This is an optimization exercise on Yosys and OpenROAD, whose aim is small area and a short achievable clock period, not a production implementation. At most, simulation tests tie the RTL to the original design; equivalence was not proved. For run 2, only the layout was checked, not whether the RTL still works. Power is estimated from default activity; no workload was simulated.

==> flow/design.v <==
`default_nettype none
package angle_pkg;
    typedef logic signed [32-1:0] angle_t;
    typedef logic [9-1:0] heading_t;
    localparam int LO_W = 10;
    localparam int Q_W  = 14;
    localparam int M_W  = 6;
    localparam int TURN = 45;
endpackage
`default_nettype wire
`default_nettype none
package imu_pkg;
    typedef logic signed [16-1:0] rate_t;
endpackage
`default_nettype wire
`timescale 1ns/1ps
`default_nettype none
module gyro_integrator (
    input  logic                       clk,
    input  logic                       rst_n,
    input  logic                       valid,
    input  logic                       clear,
    input  logic [15:0]                rate,
    output logic [angle_pkg::LO_W-1:0] lo,
    output logic [angle_pkg::M_W-1:0]  mb,
    output logic                       c,
    output logic                       ovp,
    output logic                       ovn
);
    logic [15:0] r;
    logic [13:0] q;
    logic [15:0] low_n;
    logic        c16;
    logic [7:0]  hi_p1, hi_m1, hi_n;
    logic        c_n, ovp_n, ovn_n;
    logic [7:0]  ps;
    logic [7:0]  a;
    logic [5:0]  mb_n;
    assign r = valid ? rate : 16'd0;
    kadd #(.W(16)) add_low_i (
        .a    ({q[5:0], lo}),
        .b    (r),
        .cin  (1'b0),
        .s    (low_n),
        .cout (c16)
    );
    assign c_n = low_n[10] ^ q[0] ^ r[10];
    kadd #(.W(8)) inc_i (.a(q[13:6]), .b(8'h00), .cin(1'b1), .s(hi_p1), .cout());
    kadd #(.W(8)) dec_i (.a(q[13:6]), .b(8'hff), .cin(1'b0), .s(hi_m1), .cout());
    always_comb begin
        case ({r[15], c16})
            2'b01:   hi_n = hi_p1;
            2'b10:   hi_n = hi_m1;
            default: hi_n = q[13:6];
        endcase
    end
    assign ovp_n = (q[13:6] == 8'h7f) & ~r[15] &  c16;
    assign ovn_n = (q[13:6] == 8'h80) &  r[15] & ~c16;
    assign ps = {{5{ovp}}, ovp | ovn, 1'b0, c} + {{2{r[15]}}, r[15:10]};
    assign a  = {2'b00, mb} + ps;
    fold45 fold_i (.x(a), .m(mb_n));
    always_ff @(posedge clk or negedge rst_n) begin
        if (!rst_n) begin
            lo  <= '0;
            q   <= '0;
            mb  <= '0;
            c   <= 1'b0;
            ovp <= 1'b0;
            ovn <= 1'b0;
        end else if (clear) begin
            lo  <= '0;
            q   <= '0;
            mb  <= '0;
            c   <= 1'b0;
            ovp <= 1'b0;
            ovn <= 1'b0;
        end else begin
            lo  <= low_n[9:0];
            q   <= {hi_n, low_n[15:10]};
            mb  <= mb_n;
            c   <= c_n;
            ovp <= ovp_n;
            ovn <= ovn_n;
        end
    end
endmodule
`default_nettype wire
`timescale 1ns/1ps
`default_nettype none
module fold45 (
    input  logic [7:0] x,
    output logic [5:0] m
);
    logic [7:0] y;
    always_comb begin
        if (x[7])
            y = x + 8'd45;
        else if (x >= 8'd45)
            y = x - 8'd45;
        else
            y = x;
        m = y[5:0];
    end
endmodule
`default_nettype wire
module kadd #(
    parameter int W = 16
) (
    input  logic [W-1:0] a,
    input  logic [W-1:0] b,
    input  logic         cin,
    output logic [W-1:0] s,
    output logic         cout
);
    localparam int L = (W > 16) ? 5 : (W > 8) ? 4 : (W > 4) ? 3 : (W > 2) ? 2 : 1;
    logic [W-1:0] p0;
    logic [W-1:0] gl [0:L];
    logic [W-1:0] pl [0:L];
    assign p0 = a ^ b;
    always_comb begin
        gl[0] = a & b;
        pl[0] = p0;
        gl[0][0] = (a[0] & b[0]) | (p0[0] & cin);
        for (int l = 0; l < L; l++) begin
            for (int i = 0; i < W; i++) begin
                if ((i >> l) & 1) begin
                    gl[l+1][i] = gl[l][i] | (pl[l][i] & gl[l][((i >> l) << l) - 1]);
                    pl[l+1][i] = pl[l][i] & pl[l][((i >> l) << l) - 1];
                end else begin
                    gl[l+1][i] = gl[l][i];
                    pl[l+1][i] = pl[l][i];
                end
            end
        end
    end
    assign s    = p0 ^ {gl[L][W-2:0], cin};
    assign cout = gl[L][W-1];
endmodule
`timescale 1ns/1ps
`default_nettype none
module relative_yaw (
    input  logic [angle_pkg::M_W-1:0]  m_a,
    input  logic [angle_pkg::LO_W-1:0] lo_a,
    input  logic [angle_pkg::M_W-1:0]  m_b,
    input  logic [angle_pkg::LO_W-1:0] lo_b,
    output logic [5:0]                 rel_hi,
    output logic                       sign,
    output logic [angle_pkg::LO_W-1:0] rel_lo
);
    logic              borrow, l9;
    logic signed [6:0] y;
    logic              ge22, ge23, ge24, le22, le23, le24;
    logic              sub45, add45;
    logic [6:0]        k;
    logic [6:0]        r;
    assign {borrow, rel_lo} = {1'b0, lo_a} - {1'b0, lo_b};
    assign l9 = rel_lo[9];
    assign y = {1'b0, m_a} - {1'b0, m_b};
    assign ge22 = y >=  7'sd22;
    assign ge23 = y >=  7'sd23;
    assign ge24 = y >=  7'sd24;
    assign le22 = y <= -7'sd22;
    assign le23 = y <= -7'sd23;
    assign le24 = y <= -7'sd24;
    always_comb begin
        if (borrow) begin
            sub45 = ge24 | (ge23 & l9);
            add45 = le23 | (le22 & ~l9);
        end else begin
            sub45 = ge23 | (ge22 & l9);
            add45 = le24 | (le23 & ~l9);
        end
        case ({sub45, add45, borrow})
            3'b100:  k = 7'h53;    
            3'b101:  k = 7'h52;    
            3'b010:  k = 7'h2d;    
            3'b011:  k = 7'h2c;    
            3'b001:  k = 7'h7f;    
            default: k = 7'h00;
        endcase
    end
    assign r      = y + k;
    assign rel_hi = r[5:0];
    assign sign   = r[6];
endmodule
`default_nettype wire
`timescale 1ns/1ps
`default_nettype none
module yaw_tracker_top (
    input  logic                clk,
    input  logic                rst_n,
    input  logic                sample_valid,
    input  logic                calibrate,
    input  imu_pkg::rate_t      rate_a,
    input  imu_pkg::rate_t      rate_b,
    output angle_pkg::angle_t   yaw_a,
    output angle_pkg::angle_t   yaw_b,
    output angle_pkg::angle_t   rel_yaw,
    output angle_pkg::heading_t heading,
    output logic                out_valid
);
    localparam int LO_W = angle_pkg::LO_W;
    localparam int M_W  = angle_pkg::M_W;
    logic        v0, v1, v2;
    logic        c0;
    logic [15:0] ra0, rb0;
    logic [LO_W-1:0] lo_a, lo_b;
    logic [M_W-1:0]  mb_a, mb_b;
    logic            c_a, ovp_a, ovn_a, c_b, ovp_b, ovn_b;
    logic [M_W-1:0]  m_a, m_b;
    logic [LO_W-1:0] ya_lo_1, yb_lo_1;
    logic [M_W-1:0]  ya_m_1, yb_m_1;
    logic [LO_W-1:0] dl;
    logic [5:0]      rel_hi;
    logic [LO_W-1:0] ya_lo_q, yb_lo_q, rel_lo_q;
    logic [M_W-1:0]  ya_m_q, yb_m_q;
    logic [5:0]      rel_hi_q;
    logic            rel_sgn, rel_sgn_q;
    always_ff @(posedge clk or negedge rst_n) begin
        if (!rst_n) begin
            v0 <= 1'b0;
            v1 <= 1'b0;
            v2 <= 1'b0;
            c0 <= 1'b0;
        end else begin
            v0 <= sample_valid;
            v1 <= v0;
            v2 <= v1;
            c0 <= sample_valid && calibrate;
        end
    end
    always_ff @(posedge clk) begin
        ra0 <= rate_a;
        rb0 <= rate_b;
    end
    gyro_integrator gyro_integrator_a_i (
        .clk   (clk),
        .rst_n (rst_n),
        .valid (v0),
        .clear (c0),
        .rate  (ra0),
        .lo    (lo_a),
        .mb    (mb_a),
        .c     (c_a),
        .ovp   (ovp_a),
        .ovn   (ovn_a)
    );
    gyro_integrator gyro_integrator_b_i (
        .clk   (clk),
        .rst_n (rst_n),
        .valid (v0),
        .clear (c0),
        .rate  (rb0),
        .lo    (lo_b),
        .mb    (mb_b),
        .c     (c_b),
        .ovp   (ovp_b),
        .ovn   (ovn_b)
    );
    logic [7:0] ma_raw, mb_raw;
    assign ma_raw = {2'b00, mb_a} + {{5{ovp_a}}, ovp_a | ovn_a, 1'b0, c_a};
    assign mb_raw = {2'b00, mb_b} + {{5{ovp_b}}, ovp_b | ovn_b, 1'b0, c_b};
    fold45 fold_a_i (.x(ma_raw), .m(m_a));
    fold45 fold_b_i (.x(mb_raw), .m(m_b));
    always_ff @(posedge clk or negedge rst_n) begin
        if (!rst_n) begin
            ya_lo_1  <= '0;
            yb_lo_1  <= '0;
            ya_m_1   <= '0;
            yb_m_1   <= '0;
        end else begin
            ya_lo_1  <= lo_a;
            yb_lo_1  <= lo_b;
            ya_m_1   <= m_a;
            yb_m_1   <= m_b;
        end
    end
    relative_yaw relative_yaw_i (
        .m_a    (ya_m_1),
        .lo_a   (ya_lo_1),
        .m_b    (yb_m_1),
        .lo_b   (yb_lo_1),
        .rel_hi (rel_hi),
        .sign   (rel_sgn),
        .rel_lo (dl)
    );
    always_ff @(posedge clk or negedge rst_n) begin
        if (!rst_n) begin
            ya_lo_q   <= '0;
            yb_lo_q   <= '0;
            ya_m_q    <= '0;
            yb_m_q    <= '0;
            rel_lo_q  <= '0;
            rel_hi_q  <= '0;
            out_valid <= 1'b0;
        end else begin
            ya_lo_q   <= ya_lo_1;
            yb_lo_q   <= yb_lo_1;
            ya_m_q    <= ya_m_1;
            yb_m_q    <= yb_m_1;
            rel_lo_q  <= dl;
            rel_hi_q  <= rel_hi;
            out_valid <= v2;
        end
    end
    assign yaw_a   = {8'd0, ya_m_q, ya_lo_q, 8'd0};
    assign yaw_b   = {8'd0, yb_m_q, yb_lo_q, 8'd0};
    always_ff @(posedge clk or negedge rst_n) begin
        if (!rst_n) begin
            rel_sgn_q <= 1'b0;
        end else begin
            rel_sgn_q <= rel_sgn;
        end
    end
    assign rel_yaw = {{4{rel_sgn_q}}, {5{rel_hi_q[5]}}, rel_hi_q[4:0], rel_lo_q, 8'd0};
    assign heading = {ya_m_q, ya_lo_q[9:7]};
endmodule
`default_nettype wire
==> flow/flow/run.sh <==
#!/bin/bash
# Standard ORFS layout with these changes, all in how the layout is made:
#  - synthesis skips the full/half-adder extraction (ADDER_MAP_FILE empty) and
#    maps the logic with ABC's standard-cell mapper under a delay target
#    (flow/abc_map.script). Everything else in synthesis is synth_recipe.tcl and
#    ORFS's synth.tcl unchanged, so the flip-flops and their names are the
#    standard synthesis's;
#  - every port still gets a buffer, but a plain buf_1 rather than a delay cell;
set -euo pipefail
W=$(pwd)
MARGIN=$(cat flow/margin.txt)
sed "s|log_cmd abc {\*}\$abc_args|log_cmd abc -script $W/flow/abc_map.script {*}[lrange \$abc_args 2 end]|" \
    "$FLOW_HOME/scripts/synth.tcl" > "$W/synth_body.tcl"
grep -q "abc_map.script" "$W/synth_body.tcl"
{ head -n 1 synth_recipe.tcl; echo "source $W/synth_body.tcl"; tail -n +3 synth_recipe.tcl; } > "$W/synth_own.tcl"
bash standard.sh ADDER_MAP_FILE= SYNTH_SCRIPT="$W/synth_own.tcl" synth > synth.log 2>&1
bash standard.sh SETUP_SLACK_MARGIN=$MARGIN floorplan > floorplan.log 2>&1
bash standard.sh SETUP_SLACK_MARGIN=$MARGIN "BUFFER_PORTS_ARGS=-buffer_cell sky130_fd_sc_hd__buf_1" place > place.log 2>&1
bash standard.sh SETUP_SLACK_MARGIN=$MARGIN cts > cts.log 2>&1
bash standard.sh SETUP_SLACK_MARGIN=$MARGIN route > route.log 2>&1
bash standard.sh SETUP_SLACK_MARGIN=$MARGIN finish > finish.log 2>&1
==> flow/flow/abc_map.script <==
strash
dch
map -D 2000
topo
stime -c
buffer -c
upsize -c
dnsize -c
==> flow/flow/margin.txt <==
7.0
==> flow/standard.sh <==
#!/bin/bash
# synth_recipe.tcl (not shown) runs the flow's synth.tcl, then flattens the netlist and writes it again
# the make line also repeats each setting of config.mk as NAME=value (left out here)
make -C /OpenROAD-flow-scripts/flow DESIGN_CONFIG=/design/flow/config.mk WORK_HOME=/design/flow/orfs CLKGATE_MAP_FILE= SYNTH_SCRIPT=/design/flow/synth_recipe.tcl "${@:-finish}"
==> flow/config.mk <==
export PLATFORM = sky130hd
export DESIGN_NAME = yaw_tracker_top
export DESIGN_NICKNAME = yaw_tracker_top
export VERILOG_FILES = /design/flow/design.v
export SDC_FILE = /design/flow/constraint.sdc
export NUM_CORES = 4
export LEC_CHECK = 0
export ABC_AREA = 1
export CAP_MARGIN = 20
export CORE_MARGIN = 2
export CORE_UTILIZATION = 40
export CTS_BUF_LIST = sky130_fd_sc_hd__clkbuf_8
export SLEW_MARGIN = 20
==> flow/constraint.sdc <==
create_clock -name core_clock -period 10.0 [get_ports {clk}]
set_input_delay 2.0000 -clock core_clock [delete_from_list [all_inputs] [get_ports {clk}]]
set_output_delay 2.0000 -clock core_clock [all_outputs]
set_load 0.01 [all_outputs]
==> run summary, run 1 <==
count of input and output buffers 101; EDFF count, synth 0; total track usage about 16%; most frequent cell after synthesis nor2_1; Max stage delay cell, worst path dfrtp_2; most numerous cell types in the synthesized netlist nor2_1, nand2_1, inv_1; Worst VDD drop about 0.31 mV; time the worst path needs with I/O delays and setup approximately 3.2 ns; die area approximately 0.027 mm²; site row count 58; clock tree from TritonCTS built; maximum fanout along the worst path 5; Post-Syn Area 0.0102 mm²; initial cell density of the core 40.6%; Worst R2R Start yb_m_1[1]; DR WL/cell between 10 and 15 µm; DRC violation count after routing 0; Tightest Hold Check Type register to register; CTS Buffer Depth 2; net count of the finished layout about 1500; depth of the critical timing path with buffers and inverters included 18; antenna violations before repair 0; Num CTS Buffers 17; pin count of the biggest net entering global routing approximately 80; global-route wire length before repair 34.9 mm; number of design-rule violations left by the first detailed-router iteration between 300 and 400; endpoint class of the critical path register; total detailed-routing wirelength 23.3 mm; RSZ-0062 raised after global routing yes; synthesized flop and latch total between 150 and 200; depth of the worst register-to-register path 18; slowest cell delay on critical path 0.46 ns; layout cells sized above 1 a little under a third; count of vias placed by the detailed router 8475; share of synthesized registers carrying an async set or reset just over 80%; final setup vio count 0; Tightest Pin Transition 1.10 ns; Clock Latency Late Sink ~0.48 ns; Setup CP Type register to register; post-synth cell types 75; layout-stage area growth over the synthesis result 27.0%; CP Cell Sequence inv_2 -> nor2_2 -> nor3_4 -> nor2_4 -> o21ai_4 -> buf_6 -> xor2_4 -> nand3_2 -> nor3_2 -> nand2_2 -> o211ai_4 -> o21ai_1 -> nand3_1 -> nand3_4 -> a31oi_4 -> nor2_1 -> o21bai_1 -> nand2_1; top-area cell type share of the netlist area between 30 and 40%; Critical Path Source Type register; number of instances in the synthesized netlist between 1000 and 1500; Clock Skews between 0.015 and 0.02 ns; number of inserted diodes 0; max cap viols 0; Cell Pwr Density 353 mW/mm²; Final Max Slew Viols 0; worst slack at placement about 5.9 ns; Post-Route Setup TNS 0 ns; data arrival time of the critical path 3.52 ns; headroom to the max-slew limit between 20% and 30%; number of placed instances, taps included between 1500 and 2000; DPL Wire Length 14.6 mm; area of the placeable core between 0.02 and 0.03 mm²; mean area per synthesized cell roughly 8.2 µm²; vias in the first global route 7573; Overflow after GRT 0; number of H-tree levels 4; die span in x ~160 µm; dominant register cell in the synthesized netlist dfrtp_1; final cycle utilization of the critical path 31.5%; post-DR vias/cell about 4.8; sequential-to-total area share from yosys stat around 44%; Hold Path Depth 0; y dimension of the die around 160 µm; clock slew at the register clock pins of the worst setup and hold paths roughly 0.1 ns; Synth warnings 10; routability-driven placement congestion ratio about 0.84; count of TritonRoute iterations in the first routing pass 5; standby leakage power 6.23 nW; data required time of the critical path between 10 and 15 ns; leading cell types by total area after synthesis dfrtp_1, nor2_1, nand2_1; final count of hold timing violations 0; beginning of the worst hold path v2; worst setup path startpoint yb_m_1[1]; final cell count without fillers 1773; final worst setup slack 6.85 ns; root cell of the clock tree clkbuf_8; num ports ~140; Highest Clock Rate about 320 MHz; Crit path buffers/inverters 2; result of the run no timing/DRC/antenna violations; clk sink count ~180; delay-heaviest family, CP simple AND/OR/NAND/NOR gates; remaining antenna violation count 0; largest area contributor in the synthesized netlist dfrtp_1
## flip-flops by register name, indices dropped and copies added, names as in the netlist, 6 cells and up
name	flops
gyro_integrator_a_i.lo	10
gyro_integrator_a_i.mb	6
gyro_integrator_a_i.q	14
gyro_integrator_b_i.lo	10
gyro_integrator_b_i.mb	6
gyro_integrator_b_i.q	14
ra0	16
rb0	16
rel_hi_q	6
rel_lo_q	10
ya_lo_1	10
ya_lo_q	10
ya_m_1	6
ya_m_q	6
yb_lo_1	10
yb_lo_q	10
yb_m_1	6
yb_m_q	6
## worst register-to-register path, cell delays in order, from the launching register on
cell and delay (ns):
dfrtp_2 0.46, inv_2 0.07, nor2_2 0.05, nor3_4 0.28, nor2_4 0.08, o21ai_4 0.18
buf_6 0.13, xor2_4 0.24, nand3_2 0.12, nor3_2 0.17, nand2_2 0.11, o211ai_4 0.27
o21ai_1 0.14, nand3_1 0.13, nand3_4 0.11, a31oi_4 0.23, nor2_1 0.07, o21bai_1 0.12
nand2_1 0.06
## kinds of logic after synthesis
family / after synthesis / share of synthesized area, %
and+or+nand+nor: 497 / 22.7
other: 1 / 0.0368
AOI/OAI and AO/OA: 249 / 15.7
xor gates and xnor gates: 63 / 5.96
DFF: 184 / 43.6
adders and majority gates: 2 / 0.221
buffers and inverters: 245 / 11.8
muxes: 1 / 0.0981
## per-layer routing
metal	vias up	track usage [%]	share of wire [%]
li1	4299	-	-
met1	3980	19.9	43
met2	168	28.9	52
met3	28	3.00	3.3
met4	0	5.90	1.5
met5	-	0	0
## worst paths after layout
path	slack [ns]	to
max	6.85	rel_hi_q[4]
min	0.36	out_valid
max in group asynchronous	7.29	v0
min in group asynchronous	1.68	rel_lo_q[6]
max reg2reg	6.85	rel_hi_q[4]
min reg2reg	0.36	out_valid
## stage by stage
| stage | hold slack (ns) | total power, mW | instance area [µm²] | utilization [%] |
|---|---|---|---|---|
| floorplan | 0.331 | 2.96 | 10300 | - |
| global placement | 0.340 | 3.29 | 10600 | 42.3 |
| detailed placement | 0.336 | 3.33 | 10600 | 42.3 |
| CTS | 0.365 | 4.08 | 11600 | 46.1 |
| global route | 0.374 | 4.94 | 13000 | 51.6 |
| finish | 0.362 | 4.57 | 13000 | 51.6 |
## area by class of cell
class | instances | area (µm²)
timing repair buffer | 200 | 1410
multi-input combinational | 853 | 5580
fill | 2308 | 12200
tap | 330 | 413
timing repair inverter | 2 | 10.0
inverter | 172 | 669
clock buffer | 18 | 248
clock inverter | 14 | 175
sequential | 184 | 4450
## cells in the final DEF, fill, tap and decap left out, types with 9 or more instances in the layout
| master | synthesis | final |
|---|---|---|
| a21oi_1 | 84 | 75 |
| a21oi_2 | 8 | 14 |
| and3_1 | 9 | 9 |
| buf_1 | 0 | 38 |
| buf_4 | 59 | 70 |
| buf_6 | 4 | 20 |
| clkbuf_2 | 0 | 56 |
| clkbuf_8 | 0 | 18 |
| conb_1 | 1 | 40 |
| dfrtp_1 | 152 | 149 |
| dfxtp_1 | 32 | 32 |
| inv_1 | 159 | 152 |
| inv_2 | 9 | 15 |
| nand2_1 | 173 | 137 |
| nand2_2 | 15 | 40 |
| nand2_4 | 1 | 12 |
| nand3_1 | 30 | 16 |
| nand3_2 | 7 | 12 |
| nand3_4 | 5 | 15 |
| nor2_1 | 187 | 173 |
| nor2_2 | 11 | 16 |
| nor2_4 | 2 | 11 |
| nor3_1 | 22 | 16 |
| o21ai_0 | 54 | 40 |
| o21ai_1 | 24 | 24 |
| o21ai_2 | 14 | 22 |
| xnor2_1 | 21 | 17 |
| xor2_1 | 36 | 32 |
## report_power, final
group | leakage (nW) | internal, mW | switching, mW
Combinational | 3.89 | 1.14 | 1.70
Clock | 0.222 | 0.242 | 0.301
Sequential | 2.12 | 1.01 | 0.175
## timing repair
action | in CTS | in global routing
hold buffers | 0 | 0
resized for setup | 50 | 251
pin swaps | 32 | 82
gates cloned | 2 | 4
setup endpoints to repair | 161 | 178
setup buffers | 34 | 59
==> inputs of run 2 (changes only) <==
--- a/flow/design.v
+++ b/flow/design.v
@@ -24,6 +24,3 @@
     output logic [angle_pkg::LO_W-1:0] lo,
-    output logic [angle_pkg::M_W-1:0]  mb,
-    output logic                       c,
-    output logic                       ovp,
-    output logic                       ovn
+    output logic [angle_pkg::M_W-1:0]  m
 );
@@ -37,3 +34,3 @@
     logic [7:0]  a;
-    logic [5:0]  mb_n;
+    logic [5:0]  m_n;
     assign r = valid ? rate : 16'd0;
@@ -58,5 +55,5 @@
     assign ovn_n = (q[13:6] == 8'h80) &  r[15] & ~c16;
-    assign ps = {{5{ovp}}, ovp | ovn, 1'b0, c} + {{2{r[15]}}, r[15:10]};
-    assign a  = {2'b00, mb} + ps;
-    fold45 fold_i (.x(a), .m(mb_n));
+    assign ps = {{5{ovp_n}}, ovp_n | ovn_n, 1'b0, c_n} + {{2{r[15]}}, r[15:10]};
+    assign a  = {2'b00, m} + ps;
+    fold45 fold_i (.x(a), .m(m_n));
     always_ff @(posedge clk or negedge rst_n) begin
@@ -65,6 +62,3 @@
             q   <= '0;
-            mb  <= '0;
-            c   <= 1'b0;
-            ovp <= 1'b0;
-            ovn <= 1'b0;
+            m   <= '0;
         end else if (clear) begin
@@ -72,6 +66,3 @@
             q   <= '0;
-            mb  <= '0;
-            c   <= 1'b0;
-            ovp <= 1'b0;
-            ovn <= 1'b0;
+            m   <= '0;
         end else begin
@@ -79,6 +70,3 @@
             q   <= {hi_n, low_n[15:10]};
-            mb  <= mb_n;
-            c   <= c_n;
-            ovp <= ovp_n;
-            ovn <= ovn_n;
+            m   <= m_n;
         end
@@ -207,4 +195,2 @@
     logic [LO_W-1:0] lo_a, lo_b;
-    logic [M_W-1:0]  mb_a, mb_b;
-    logic            c_a, ovp_a, ovn_a, c_b, ovp_b, ovn_b;
     logic [M_W-1:0]  m_a, m_b;
@@ -242,6 +228,3 @@
         .lo    (lo_a),
-        .mb    (mb_a),
-        .c     (c_a),
-        .ovp   (ovp_a),
-        .ovn   (ovn_a)
+        .m     (m_a)
     );
@@ -254,12 +237,4 @@
         .lo    (lo_b),
-        .mb    (mb_b),
-        .c     (c_b),
-        .ovp   (ovp_b),
-        .ovn   (ovn_b)
+        .m     (m_b)
     );
-    logic [7:0] ma_raw, mb_raw;
-    assign ma_raw = {2'b00, mb_a} + {{5{ovp_a}}, ovp_a | ovn_a, 1'b0, c_a};
-    assign mb_raw = {2'b00, mb_b} + {{5{ovp_b}}, ovp_b | ovn_b, 1'b0, c_b};
-    fold45 fold_a_i (.x(ma_raw), .m(m_a));
-    fold45 fold_b_i (.x(mb_raw), .m(m_b));
     always_ff @(posedge clk or negedge rst_n) begin
==> flow/flow/run.sh (replaced) <==
#!/bin/bash
set -euo pipefail
MARGIN=$(cat flow/margin.txt)
bash standard.sh ADDER_MAP_FILE= synth > synth.log 2>&1
bash standard.sh SETUP_SLACK_MARGIN=$MARGIN floorplan > floorplan.log 2>&1
bash standard.sh SETUP_SLACK_MARGIN=$MARGIN "BUFFER_PORTS_ARGS=-buffer_cell sky130_fd_sc_hd__buf_1" place > place.log 2>&1
bash standard.sh SETUP_SLACK_MARGIN=$MARGIN cts > cts.log 2>&1
bash standard.sh SETUP_SLACK_MARGIN=$MARGIN route > route.log 2>&1
bash standard.sh SETUP_SLACK_MARGIN=$MARGIN finish > finish.log 2>&1
removed: flow/flow/abc_map.script
==> run summary, run 2 <==
clk sink count approximately 180; Critical Path Source Type register; net count of the finished layout approximately 1600; number of instances in the synthesized netlist around 1300; total routed wire length on the met1 layer approximately 11 mm; Worst R2R Setup Slack 6.46 ns; initial cell density of the core slightly above 40%; remaining antenna violation count 0; highest routed metal layer met4; largest area contributor in the synthesized netlist dfrtp_1; Worst VDD drop ~0.26 mV; Tightest Pin Transition between 0.5 and 0.6 ns; Highest Clock Rate around 280 MHz; top-area cell type share of the netlist area roughly 37%; Num CTS Buffers 17; Post-Syn Area approximately 0.0099 mm²; Final Max Slew Viols 0; Post-Route Setup TNS 0 ns; cell area after placement 0.0103 mm²; area of the placeable core 0.0243 mm²; CTS Buffer Depth 2; beginning of the worst hold path v1; top library cells by usage in the layout, fill and taps aside nand2_1, inv_1, dfrtp_1; DR WL/cell roughly 13 µm; final worst setup slack ~6.5 ns; count of input and output buffers slightly above 100; depth of the worst register-to-register path 29; routability-driven placement congestion ratio roughly 0.83; Clock Skews approximately 0.018 ns; pin count of the biggest net entering global routing 60; RSZ-0062 raised after global routing yes; die span in x between 150 and 200 µm; DPL Wire Length between 15 and 20 mm; max cap viols 0; leading cell types by total area after synthesis dfrtp_1, nand2_1, inv_1; hold path endpoint v2; reg-to-reg endpoint gyro_integrator_b_i.m[3]; Setup CP Type register to register; Max stage delay cell, worst path dfrtp_4; share of synthesized registers carrying an async set or reset 82.0%; number of H-tree levels 4; Cell Pwr Density approximately 340 mW/mm²; global-route wire length before repair just under 40 mm; site row count 57; most prevalent standard cell on the critical path nand2_1; data arrival time of the critical path 3.87 ns; final cell area excluding filler cells around 0.013 mm²; number of design-rule violations left by the first detailed-router iteration about 530; synthesized flop and latch total ~180; count of TritonRoute iterations in the first routing pass 5; y dimension of the die 161 µm; data required time of the critical path around 10 ns; Clock Latency Late Sink 0.47 ns; total length of routed met2 wires around 12 mm; vias in the first global route ~8300; endpoint class of the critical path register; num ports roughly 140; Worst Hold Margin between 0.3 and 0.4 ns; final design utilization between 50% and 60%; EDFF count, synth 0; result of the run no timing/DRC/antenna violations; time the worst path needs with I/O delays and setup 3.54 ns; dominant register cell in the synthesized netlist dfrtp_1; standby leakage power 6.86 nW; most frequent cell after synthesis nand2_1; biggest registers after layout ra0: 16 flops, rb0: 16 flops; DRC violation count after routing 0; headroom to the max-slew limit around 64%; most numerous cell types in the synthesized netlist nand2_1, inv_1, dfrtp_1; count of vias placed by the detailed router 9036; total detailed-routing wirelength between 20 and 25 mm; post-synth cell types 52; sequential-to-total area share from yosys stat 43.3%; delay-heaviest family, CP simple AND/OR/NAND/NOR gates; Overflow after GRT 0; final count of hold timing violations 0; Crit path buffers/inverters 3; clock slew at the register clock pins of the worst setup and hold paths around 0.11 ns; layout-stage area growth over the synthesis result 34.9%; Worst R2R Start v0; total track usage a little under a fifth; commonest non-fill, non-tap cell in the layout nand2_1; Tightest Hold Check Type register to register; worst slack at placement 5.90 ns; clock tree from TritonCTS built; total length of routed met3 wires ~960 µm; layout cells sized above 1 about 36%; mean area per synthesized cell approximately 7.4 µm²; Hold Path Depth 0; final cycle utilization of the critical path a little over a third; die area approximately 0.026 mm²; root cell of the clock tree clkbuf_8; Synth warnings 10; maximum fanout along the worst path 8; post-DR vias/cell around 4.8; number of inserted diodes 0; antenna violations before repair 0; final setup vio count 0; slowest cell delay on critical path 0.51 ns
-- run 2: what timing repair did --
| action | in CTS | in global routing |
|---|---|---|
| hold buffers | 0 | 0 |
| endpoints found under the setup margin | 108 | 142 |
| gates cloned | 5 | 0 |
| pin swaps | 69 | 110 |
| buffers inserted | 82 | 32 |
| resized for setup | 234 | 234 |
| hold endpoints to repair | 0 | 0 |
-- run 2: final cells by class --
cell class | instances | area, µm²
Multi-Input combinational cell | 930 | 5910
Timing Repair Buffer | 222 | 1570
Inverter | 198 | 748
Sequential cell | 178 | 4300
Clock inverter | 15 | 196
Clock buffer | 17 | 234
Fill cell | 2186 | 11000
Tap cell | 324 | 405
-- run 2: power by group --
part	leakage, nW	switching (mW)	total (mW)	internal (mW)
Sequential	2.04	0.191	1.18	0.984
Clock	0.210	0.298	0.512	0.214
Combinational	4.61	1.70	2.86	1.16
Total	6.86	2.19	4.54	2.36
-- run 2: routing by layer --
metal / track usage (%) / vias to the layer above
met2: 32.2 / 222
li1: - / 4551
met5: 0 / -
met1: 22.9 / 4220
met3: 2.98 / 43
met4: 6.25 / 0
-- run 2: worst max path at each step --
stage | cells past startpoint | startpoint | end
6_report | 29 | v0 | gyro_integrator_b_i.m[3]
2_1_floorplan | 29 | v0 | gyro_integrator_b_i.m[3]
4_1_cts | 30 | v0 | gyro_integrator_b_i.m[5]
3_3_place_gp | 27 | v0 | gyro_integrator_a_i.m[3]
3_5_place_dp | 27 | v0 | gyro_integrator_a_i.m[3]
5_1_grt | 29 | v0 | gyro_integrator_b_i.m[3]
-- run 2: cells by family (layout without fill, tap and decap cells) --
| logic type | Yosys count | after routing | synth area share, % |
|---|---|---|---|
| xor+xnor | 26 | 26 | 2.51 |
| simple gates | 707 | 709 | 32.2 |
| buf+inv | 267 | 452 | 12.8 |
| other cells | 1 | 40 | 0.0379 |
| flops | 178 | 178 | 43.3 |
| compound gates | 155 | 155 | 9.12 |
-- run 2: through the flow --
stage | power [mW] | instances
floorplan | 2.70 | 1373
global placement | 3.05 | 1733
detailed placement | 3.07 | 1733
CTS | 4.08 | 1852
global route | 4.92 | 1884
finish | 4.54 | 1884

-- port drivers added, routing unchanged --
In the flow no input, the clock included, has a driving cell. The finished layouts below were timed again as built, in two steps.
Step 1 (the two cells are an assumption about what drives the block):
set clk [get_ports {clk}]
set_driving_cell -lib_cell sky130_fd_sc_hd__clkbuf_16 $clk
set_driving_cell -lib_cell sky130_fd_sc_hd__buf_2 [delete_from_list [all_inputs] $clk]
Step 2 also shifts input and output timing later by t, the mid clock arrival at the registers, as if the neighbouring blocks saw the same clock.
Three values: ideal ports, drivers, drivers and shift; two values: the first two.
run | t, ns | slack for setup (ns) | worst hold slack (ns) | latest minus earliest clock arrival (ns)
run 1 | 0.518 | 6.848 / 6.848 / 6.795 | 0.362 / 0.362 / 0.362 | 0.018 / 0.018
run 2 | 0.504 | 6.464 / 6.464 / 6.464 | 0.359 / 0.359 / 0.359 | 0.017 / 0.018
After both steps setup and hold are still met in every run listed. For run 1, which loses most, drivers alone change the setup slack by 0.000 ns; drivers and shift together by -0.053 ns. The worst setup slack also covers recovery checks on asynchronous resets.
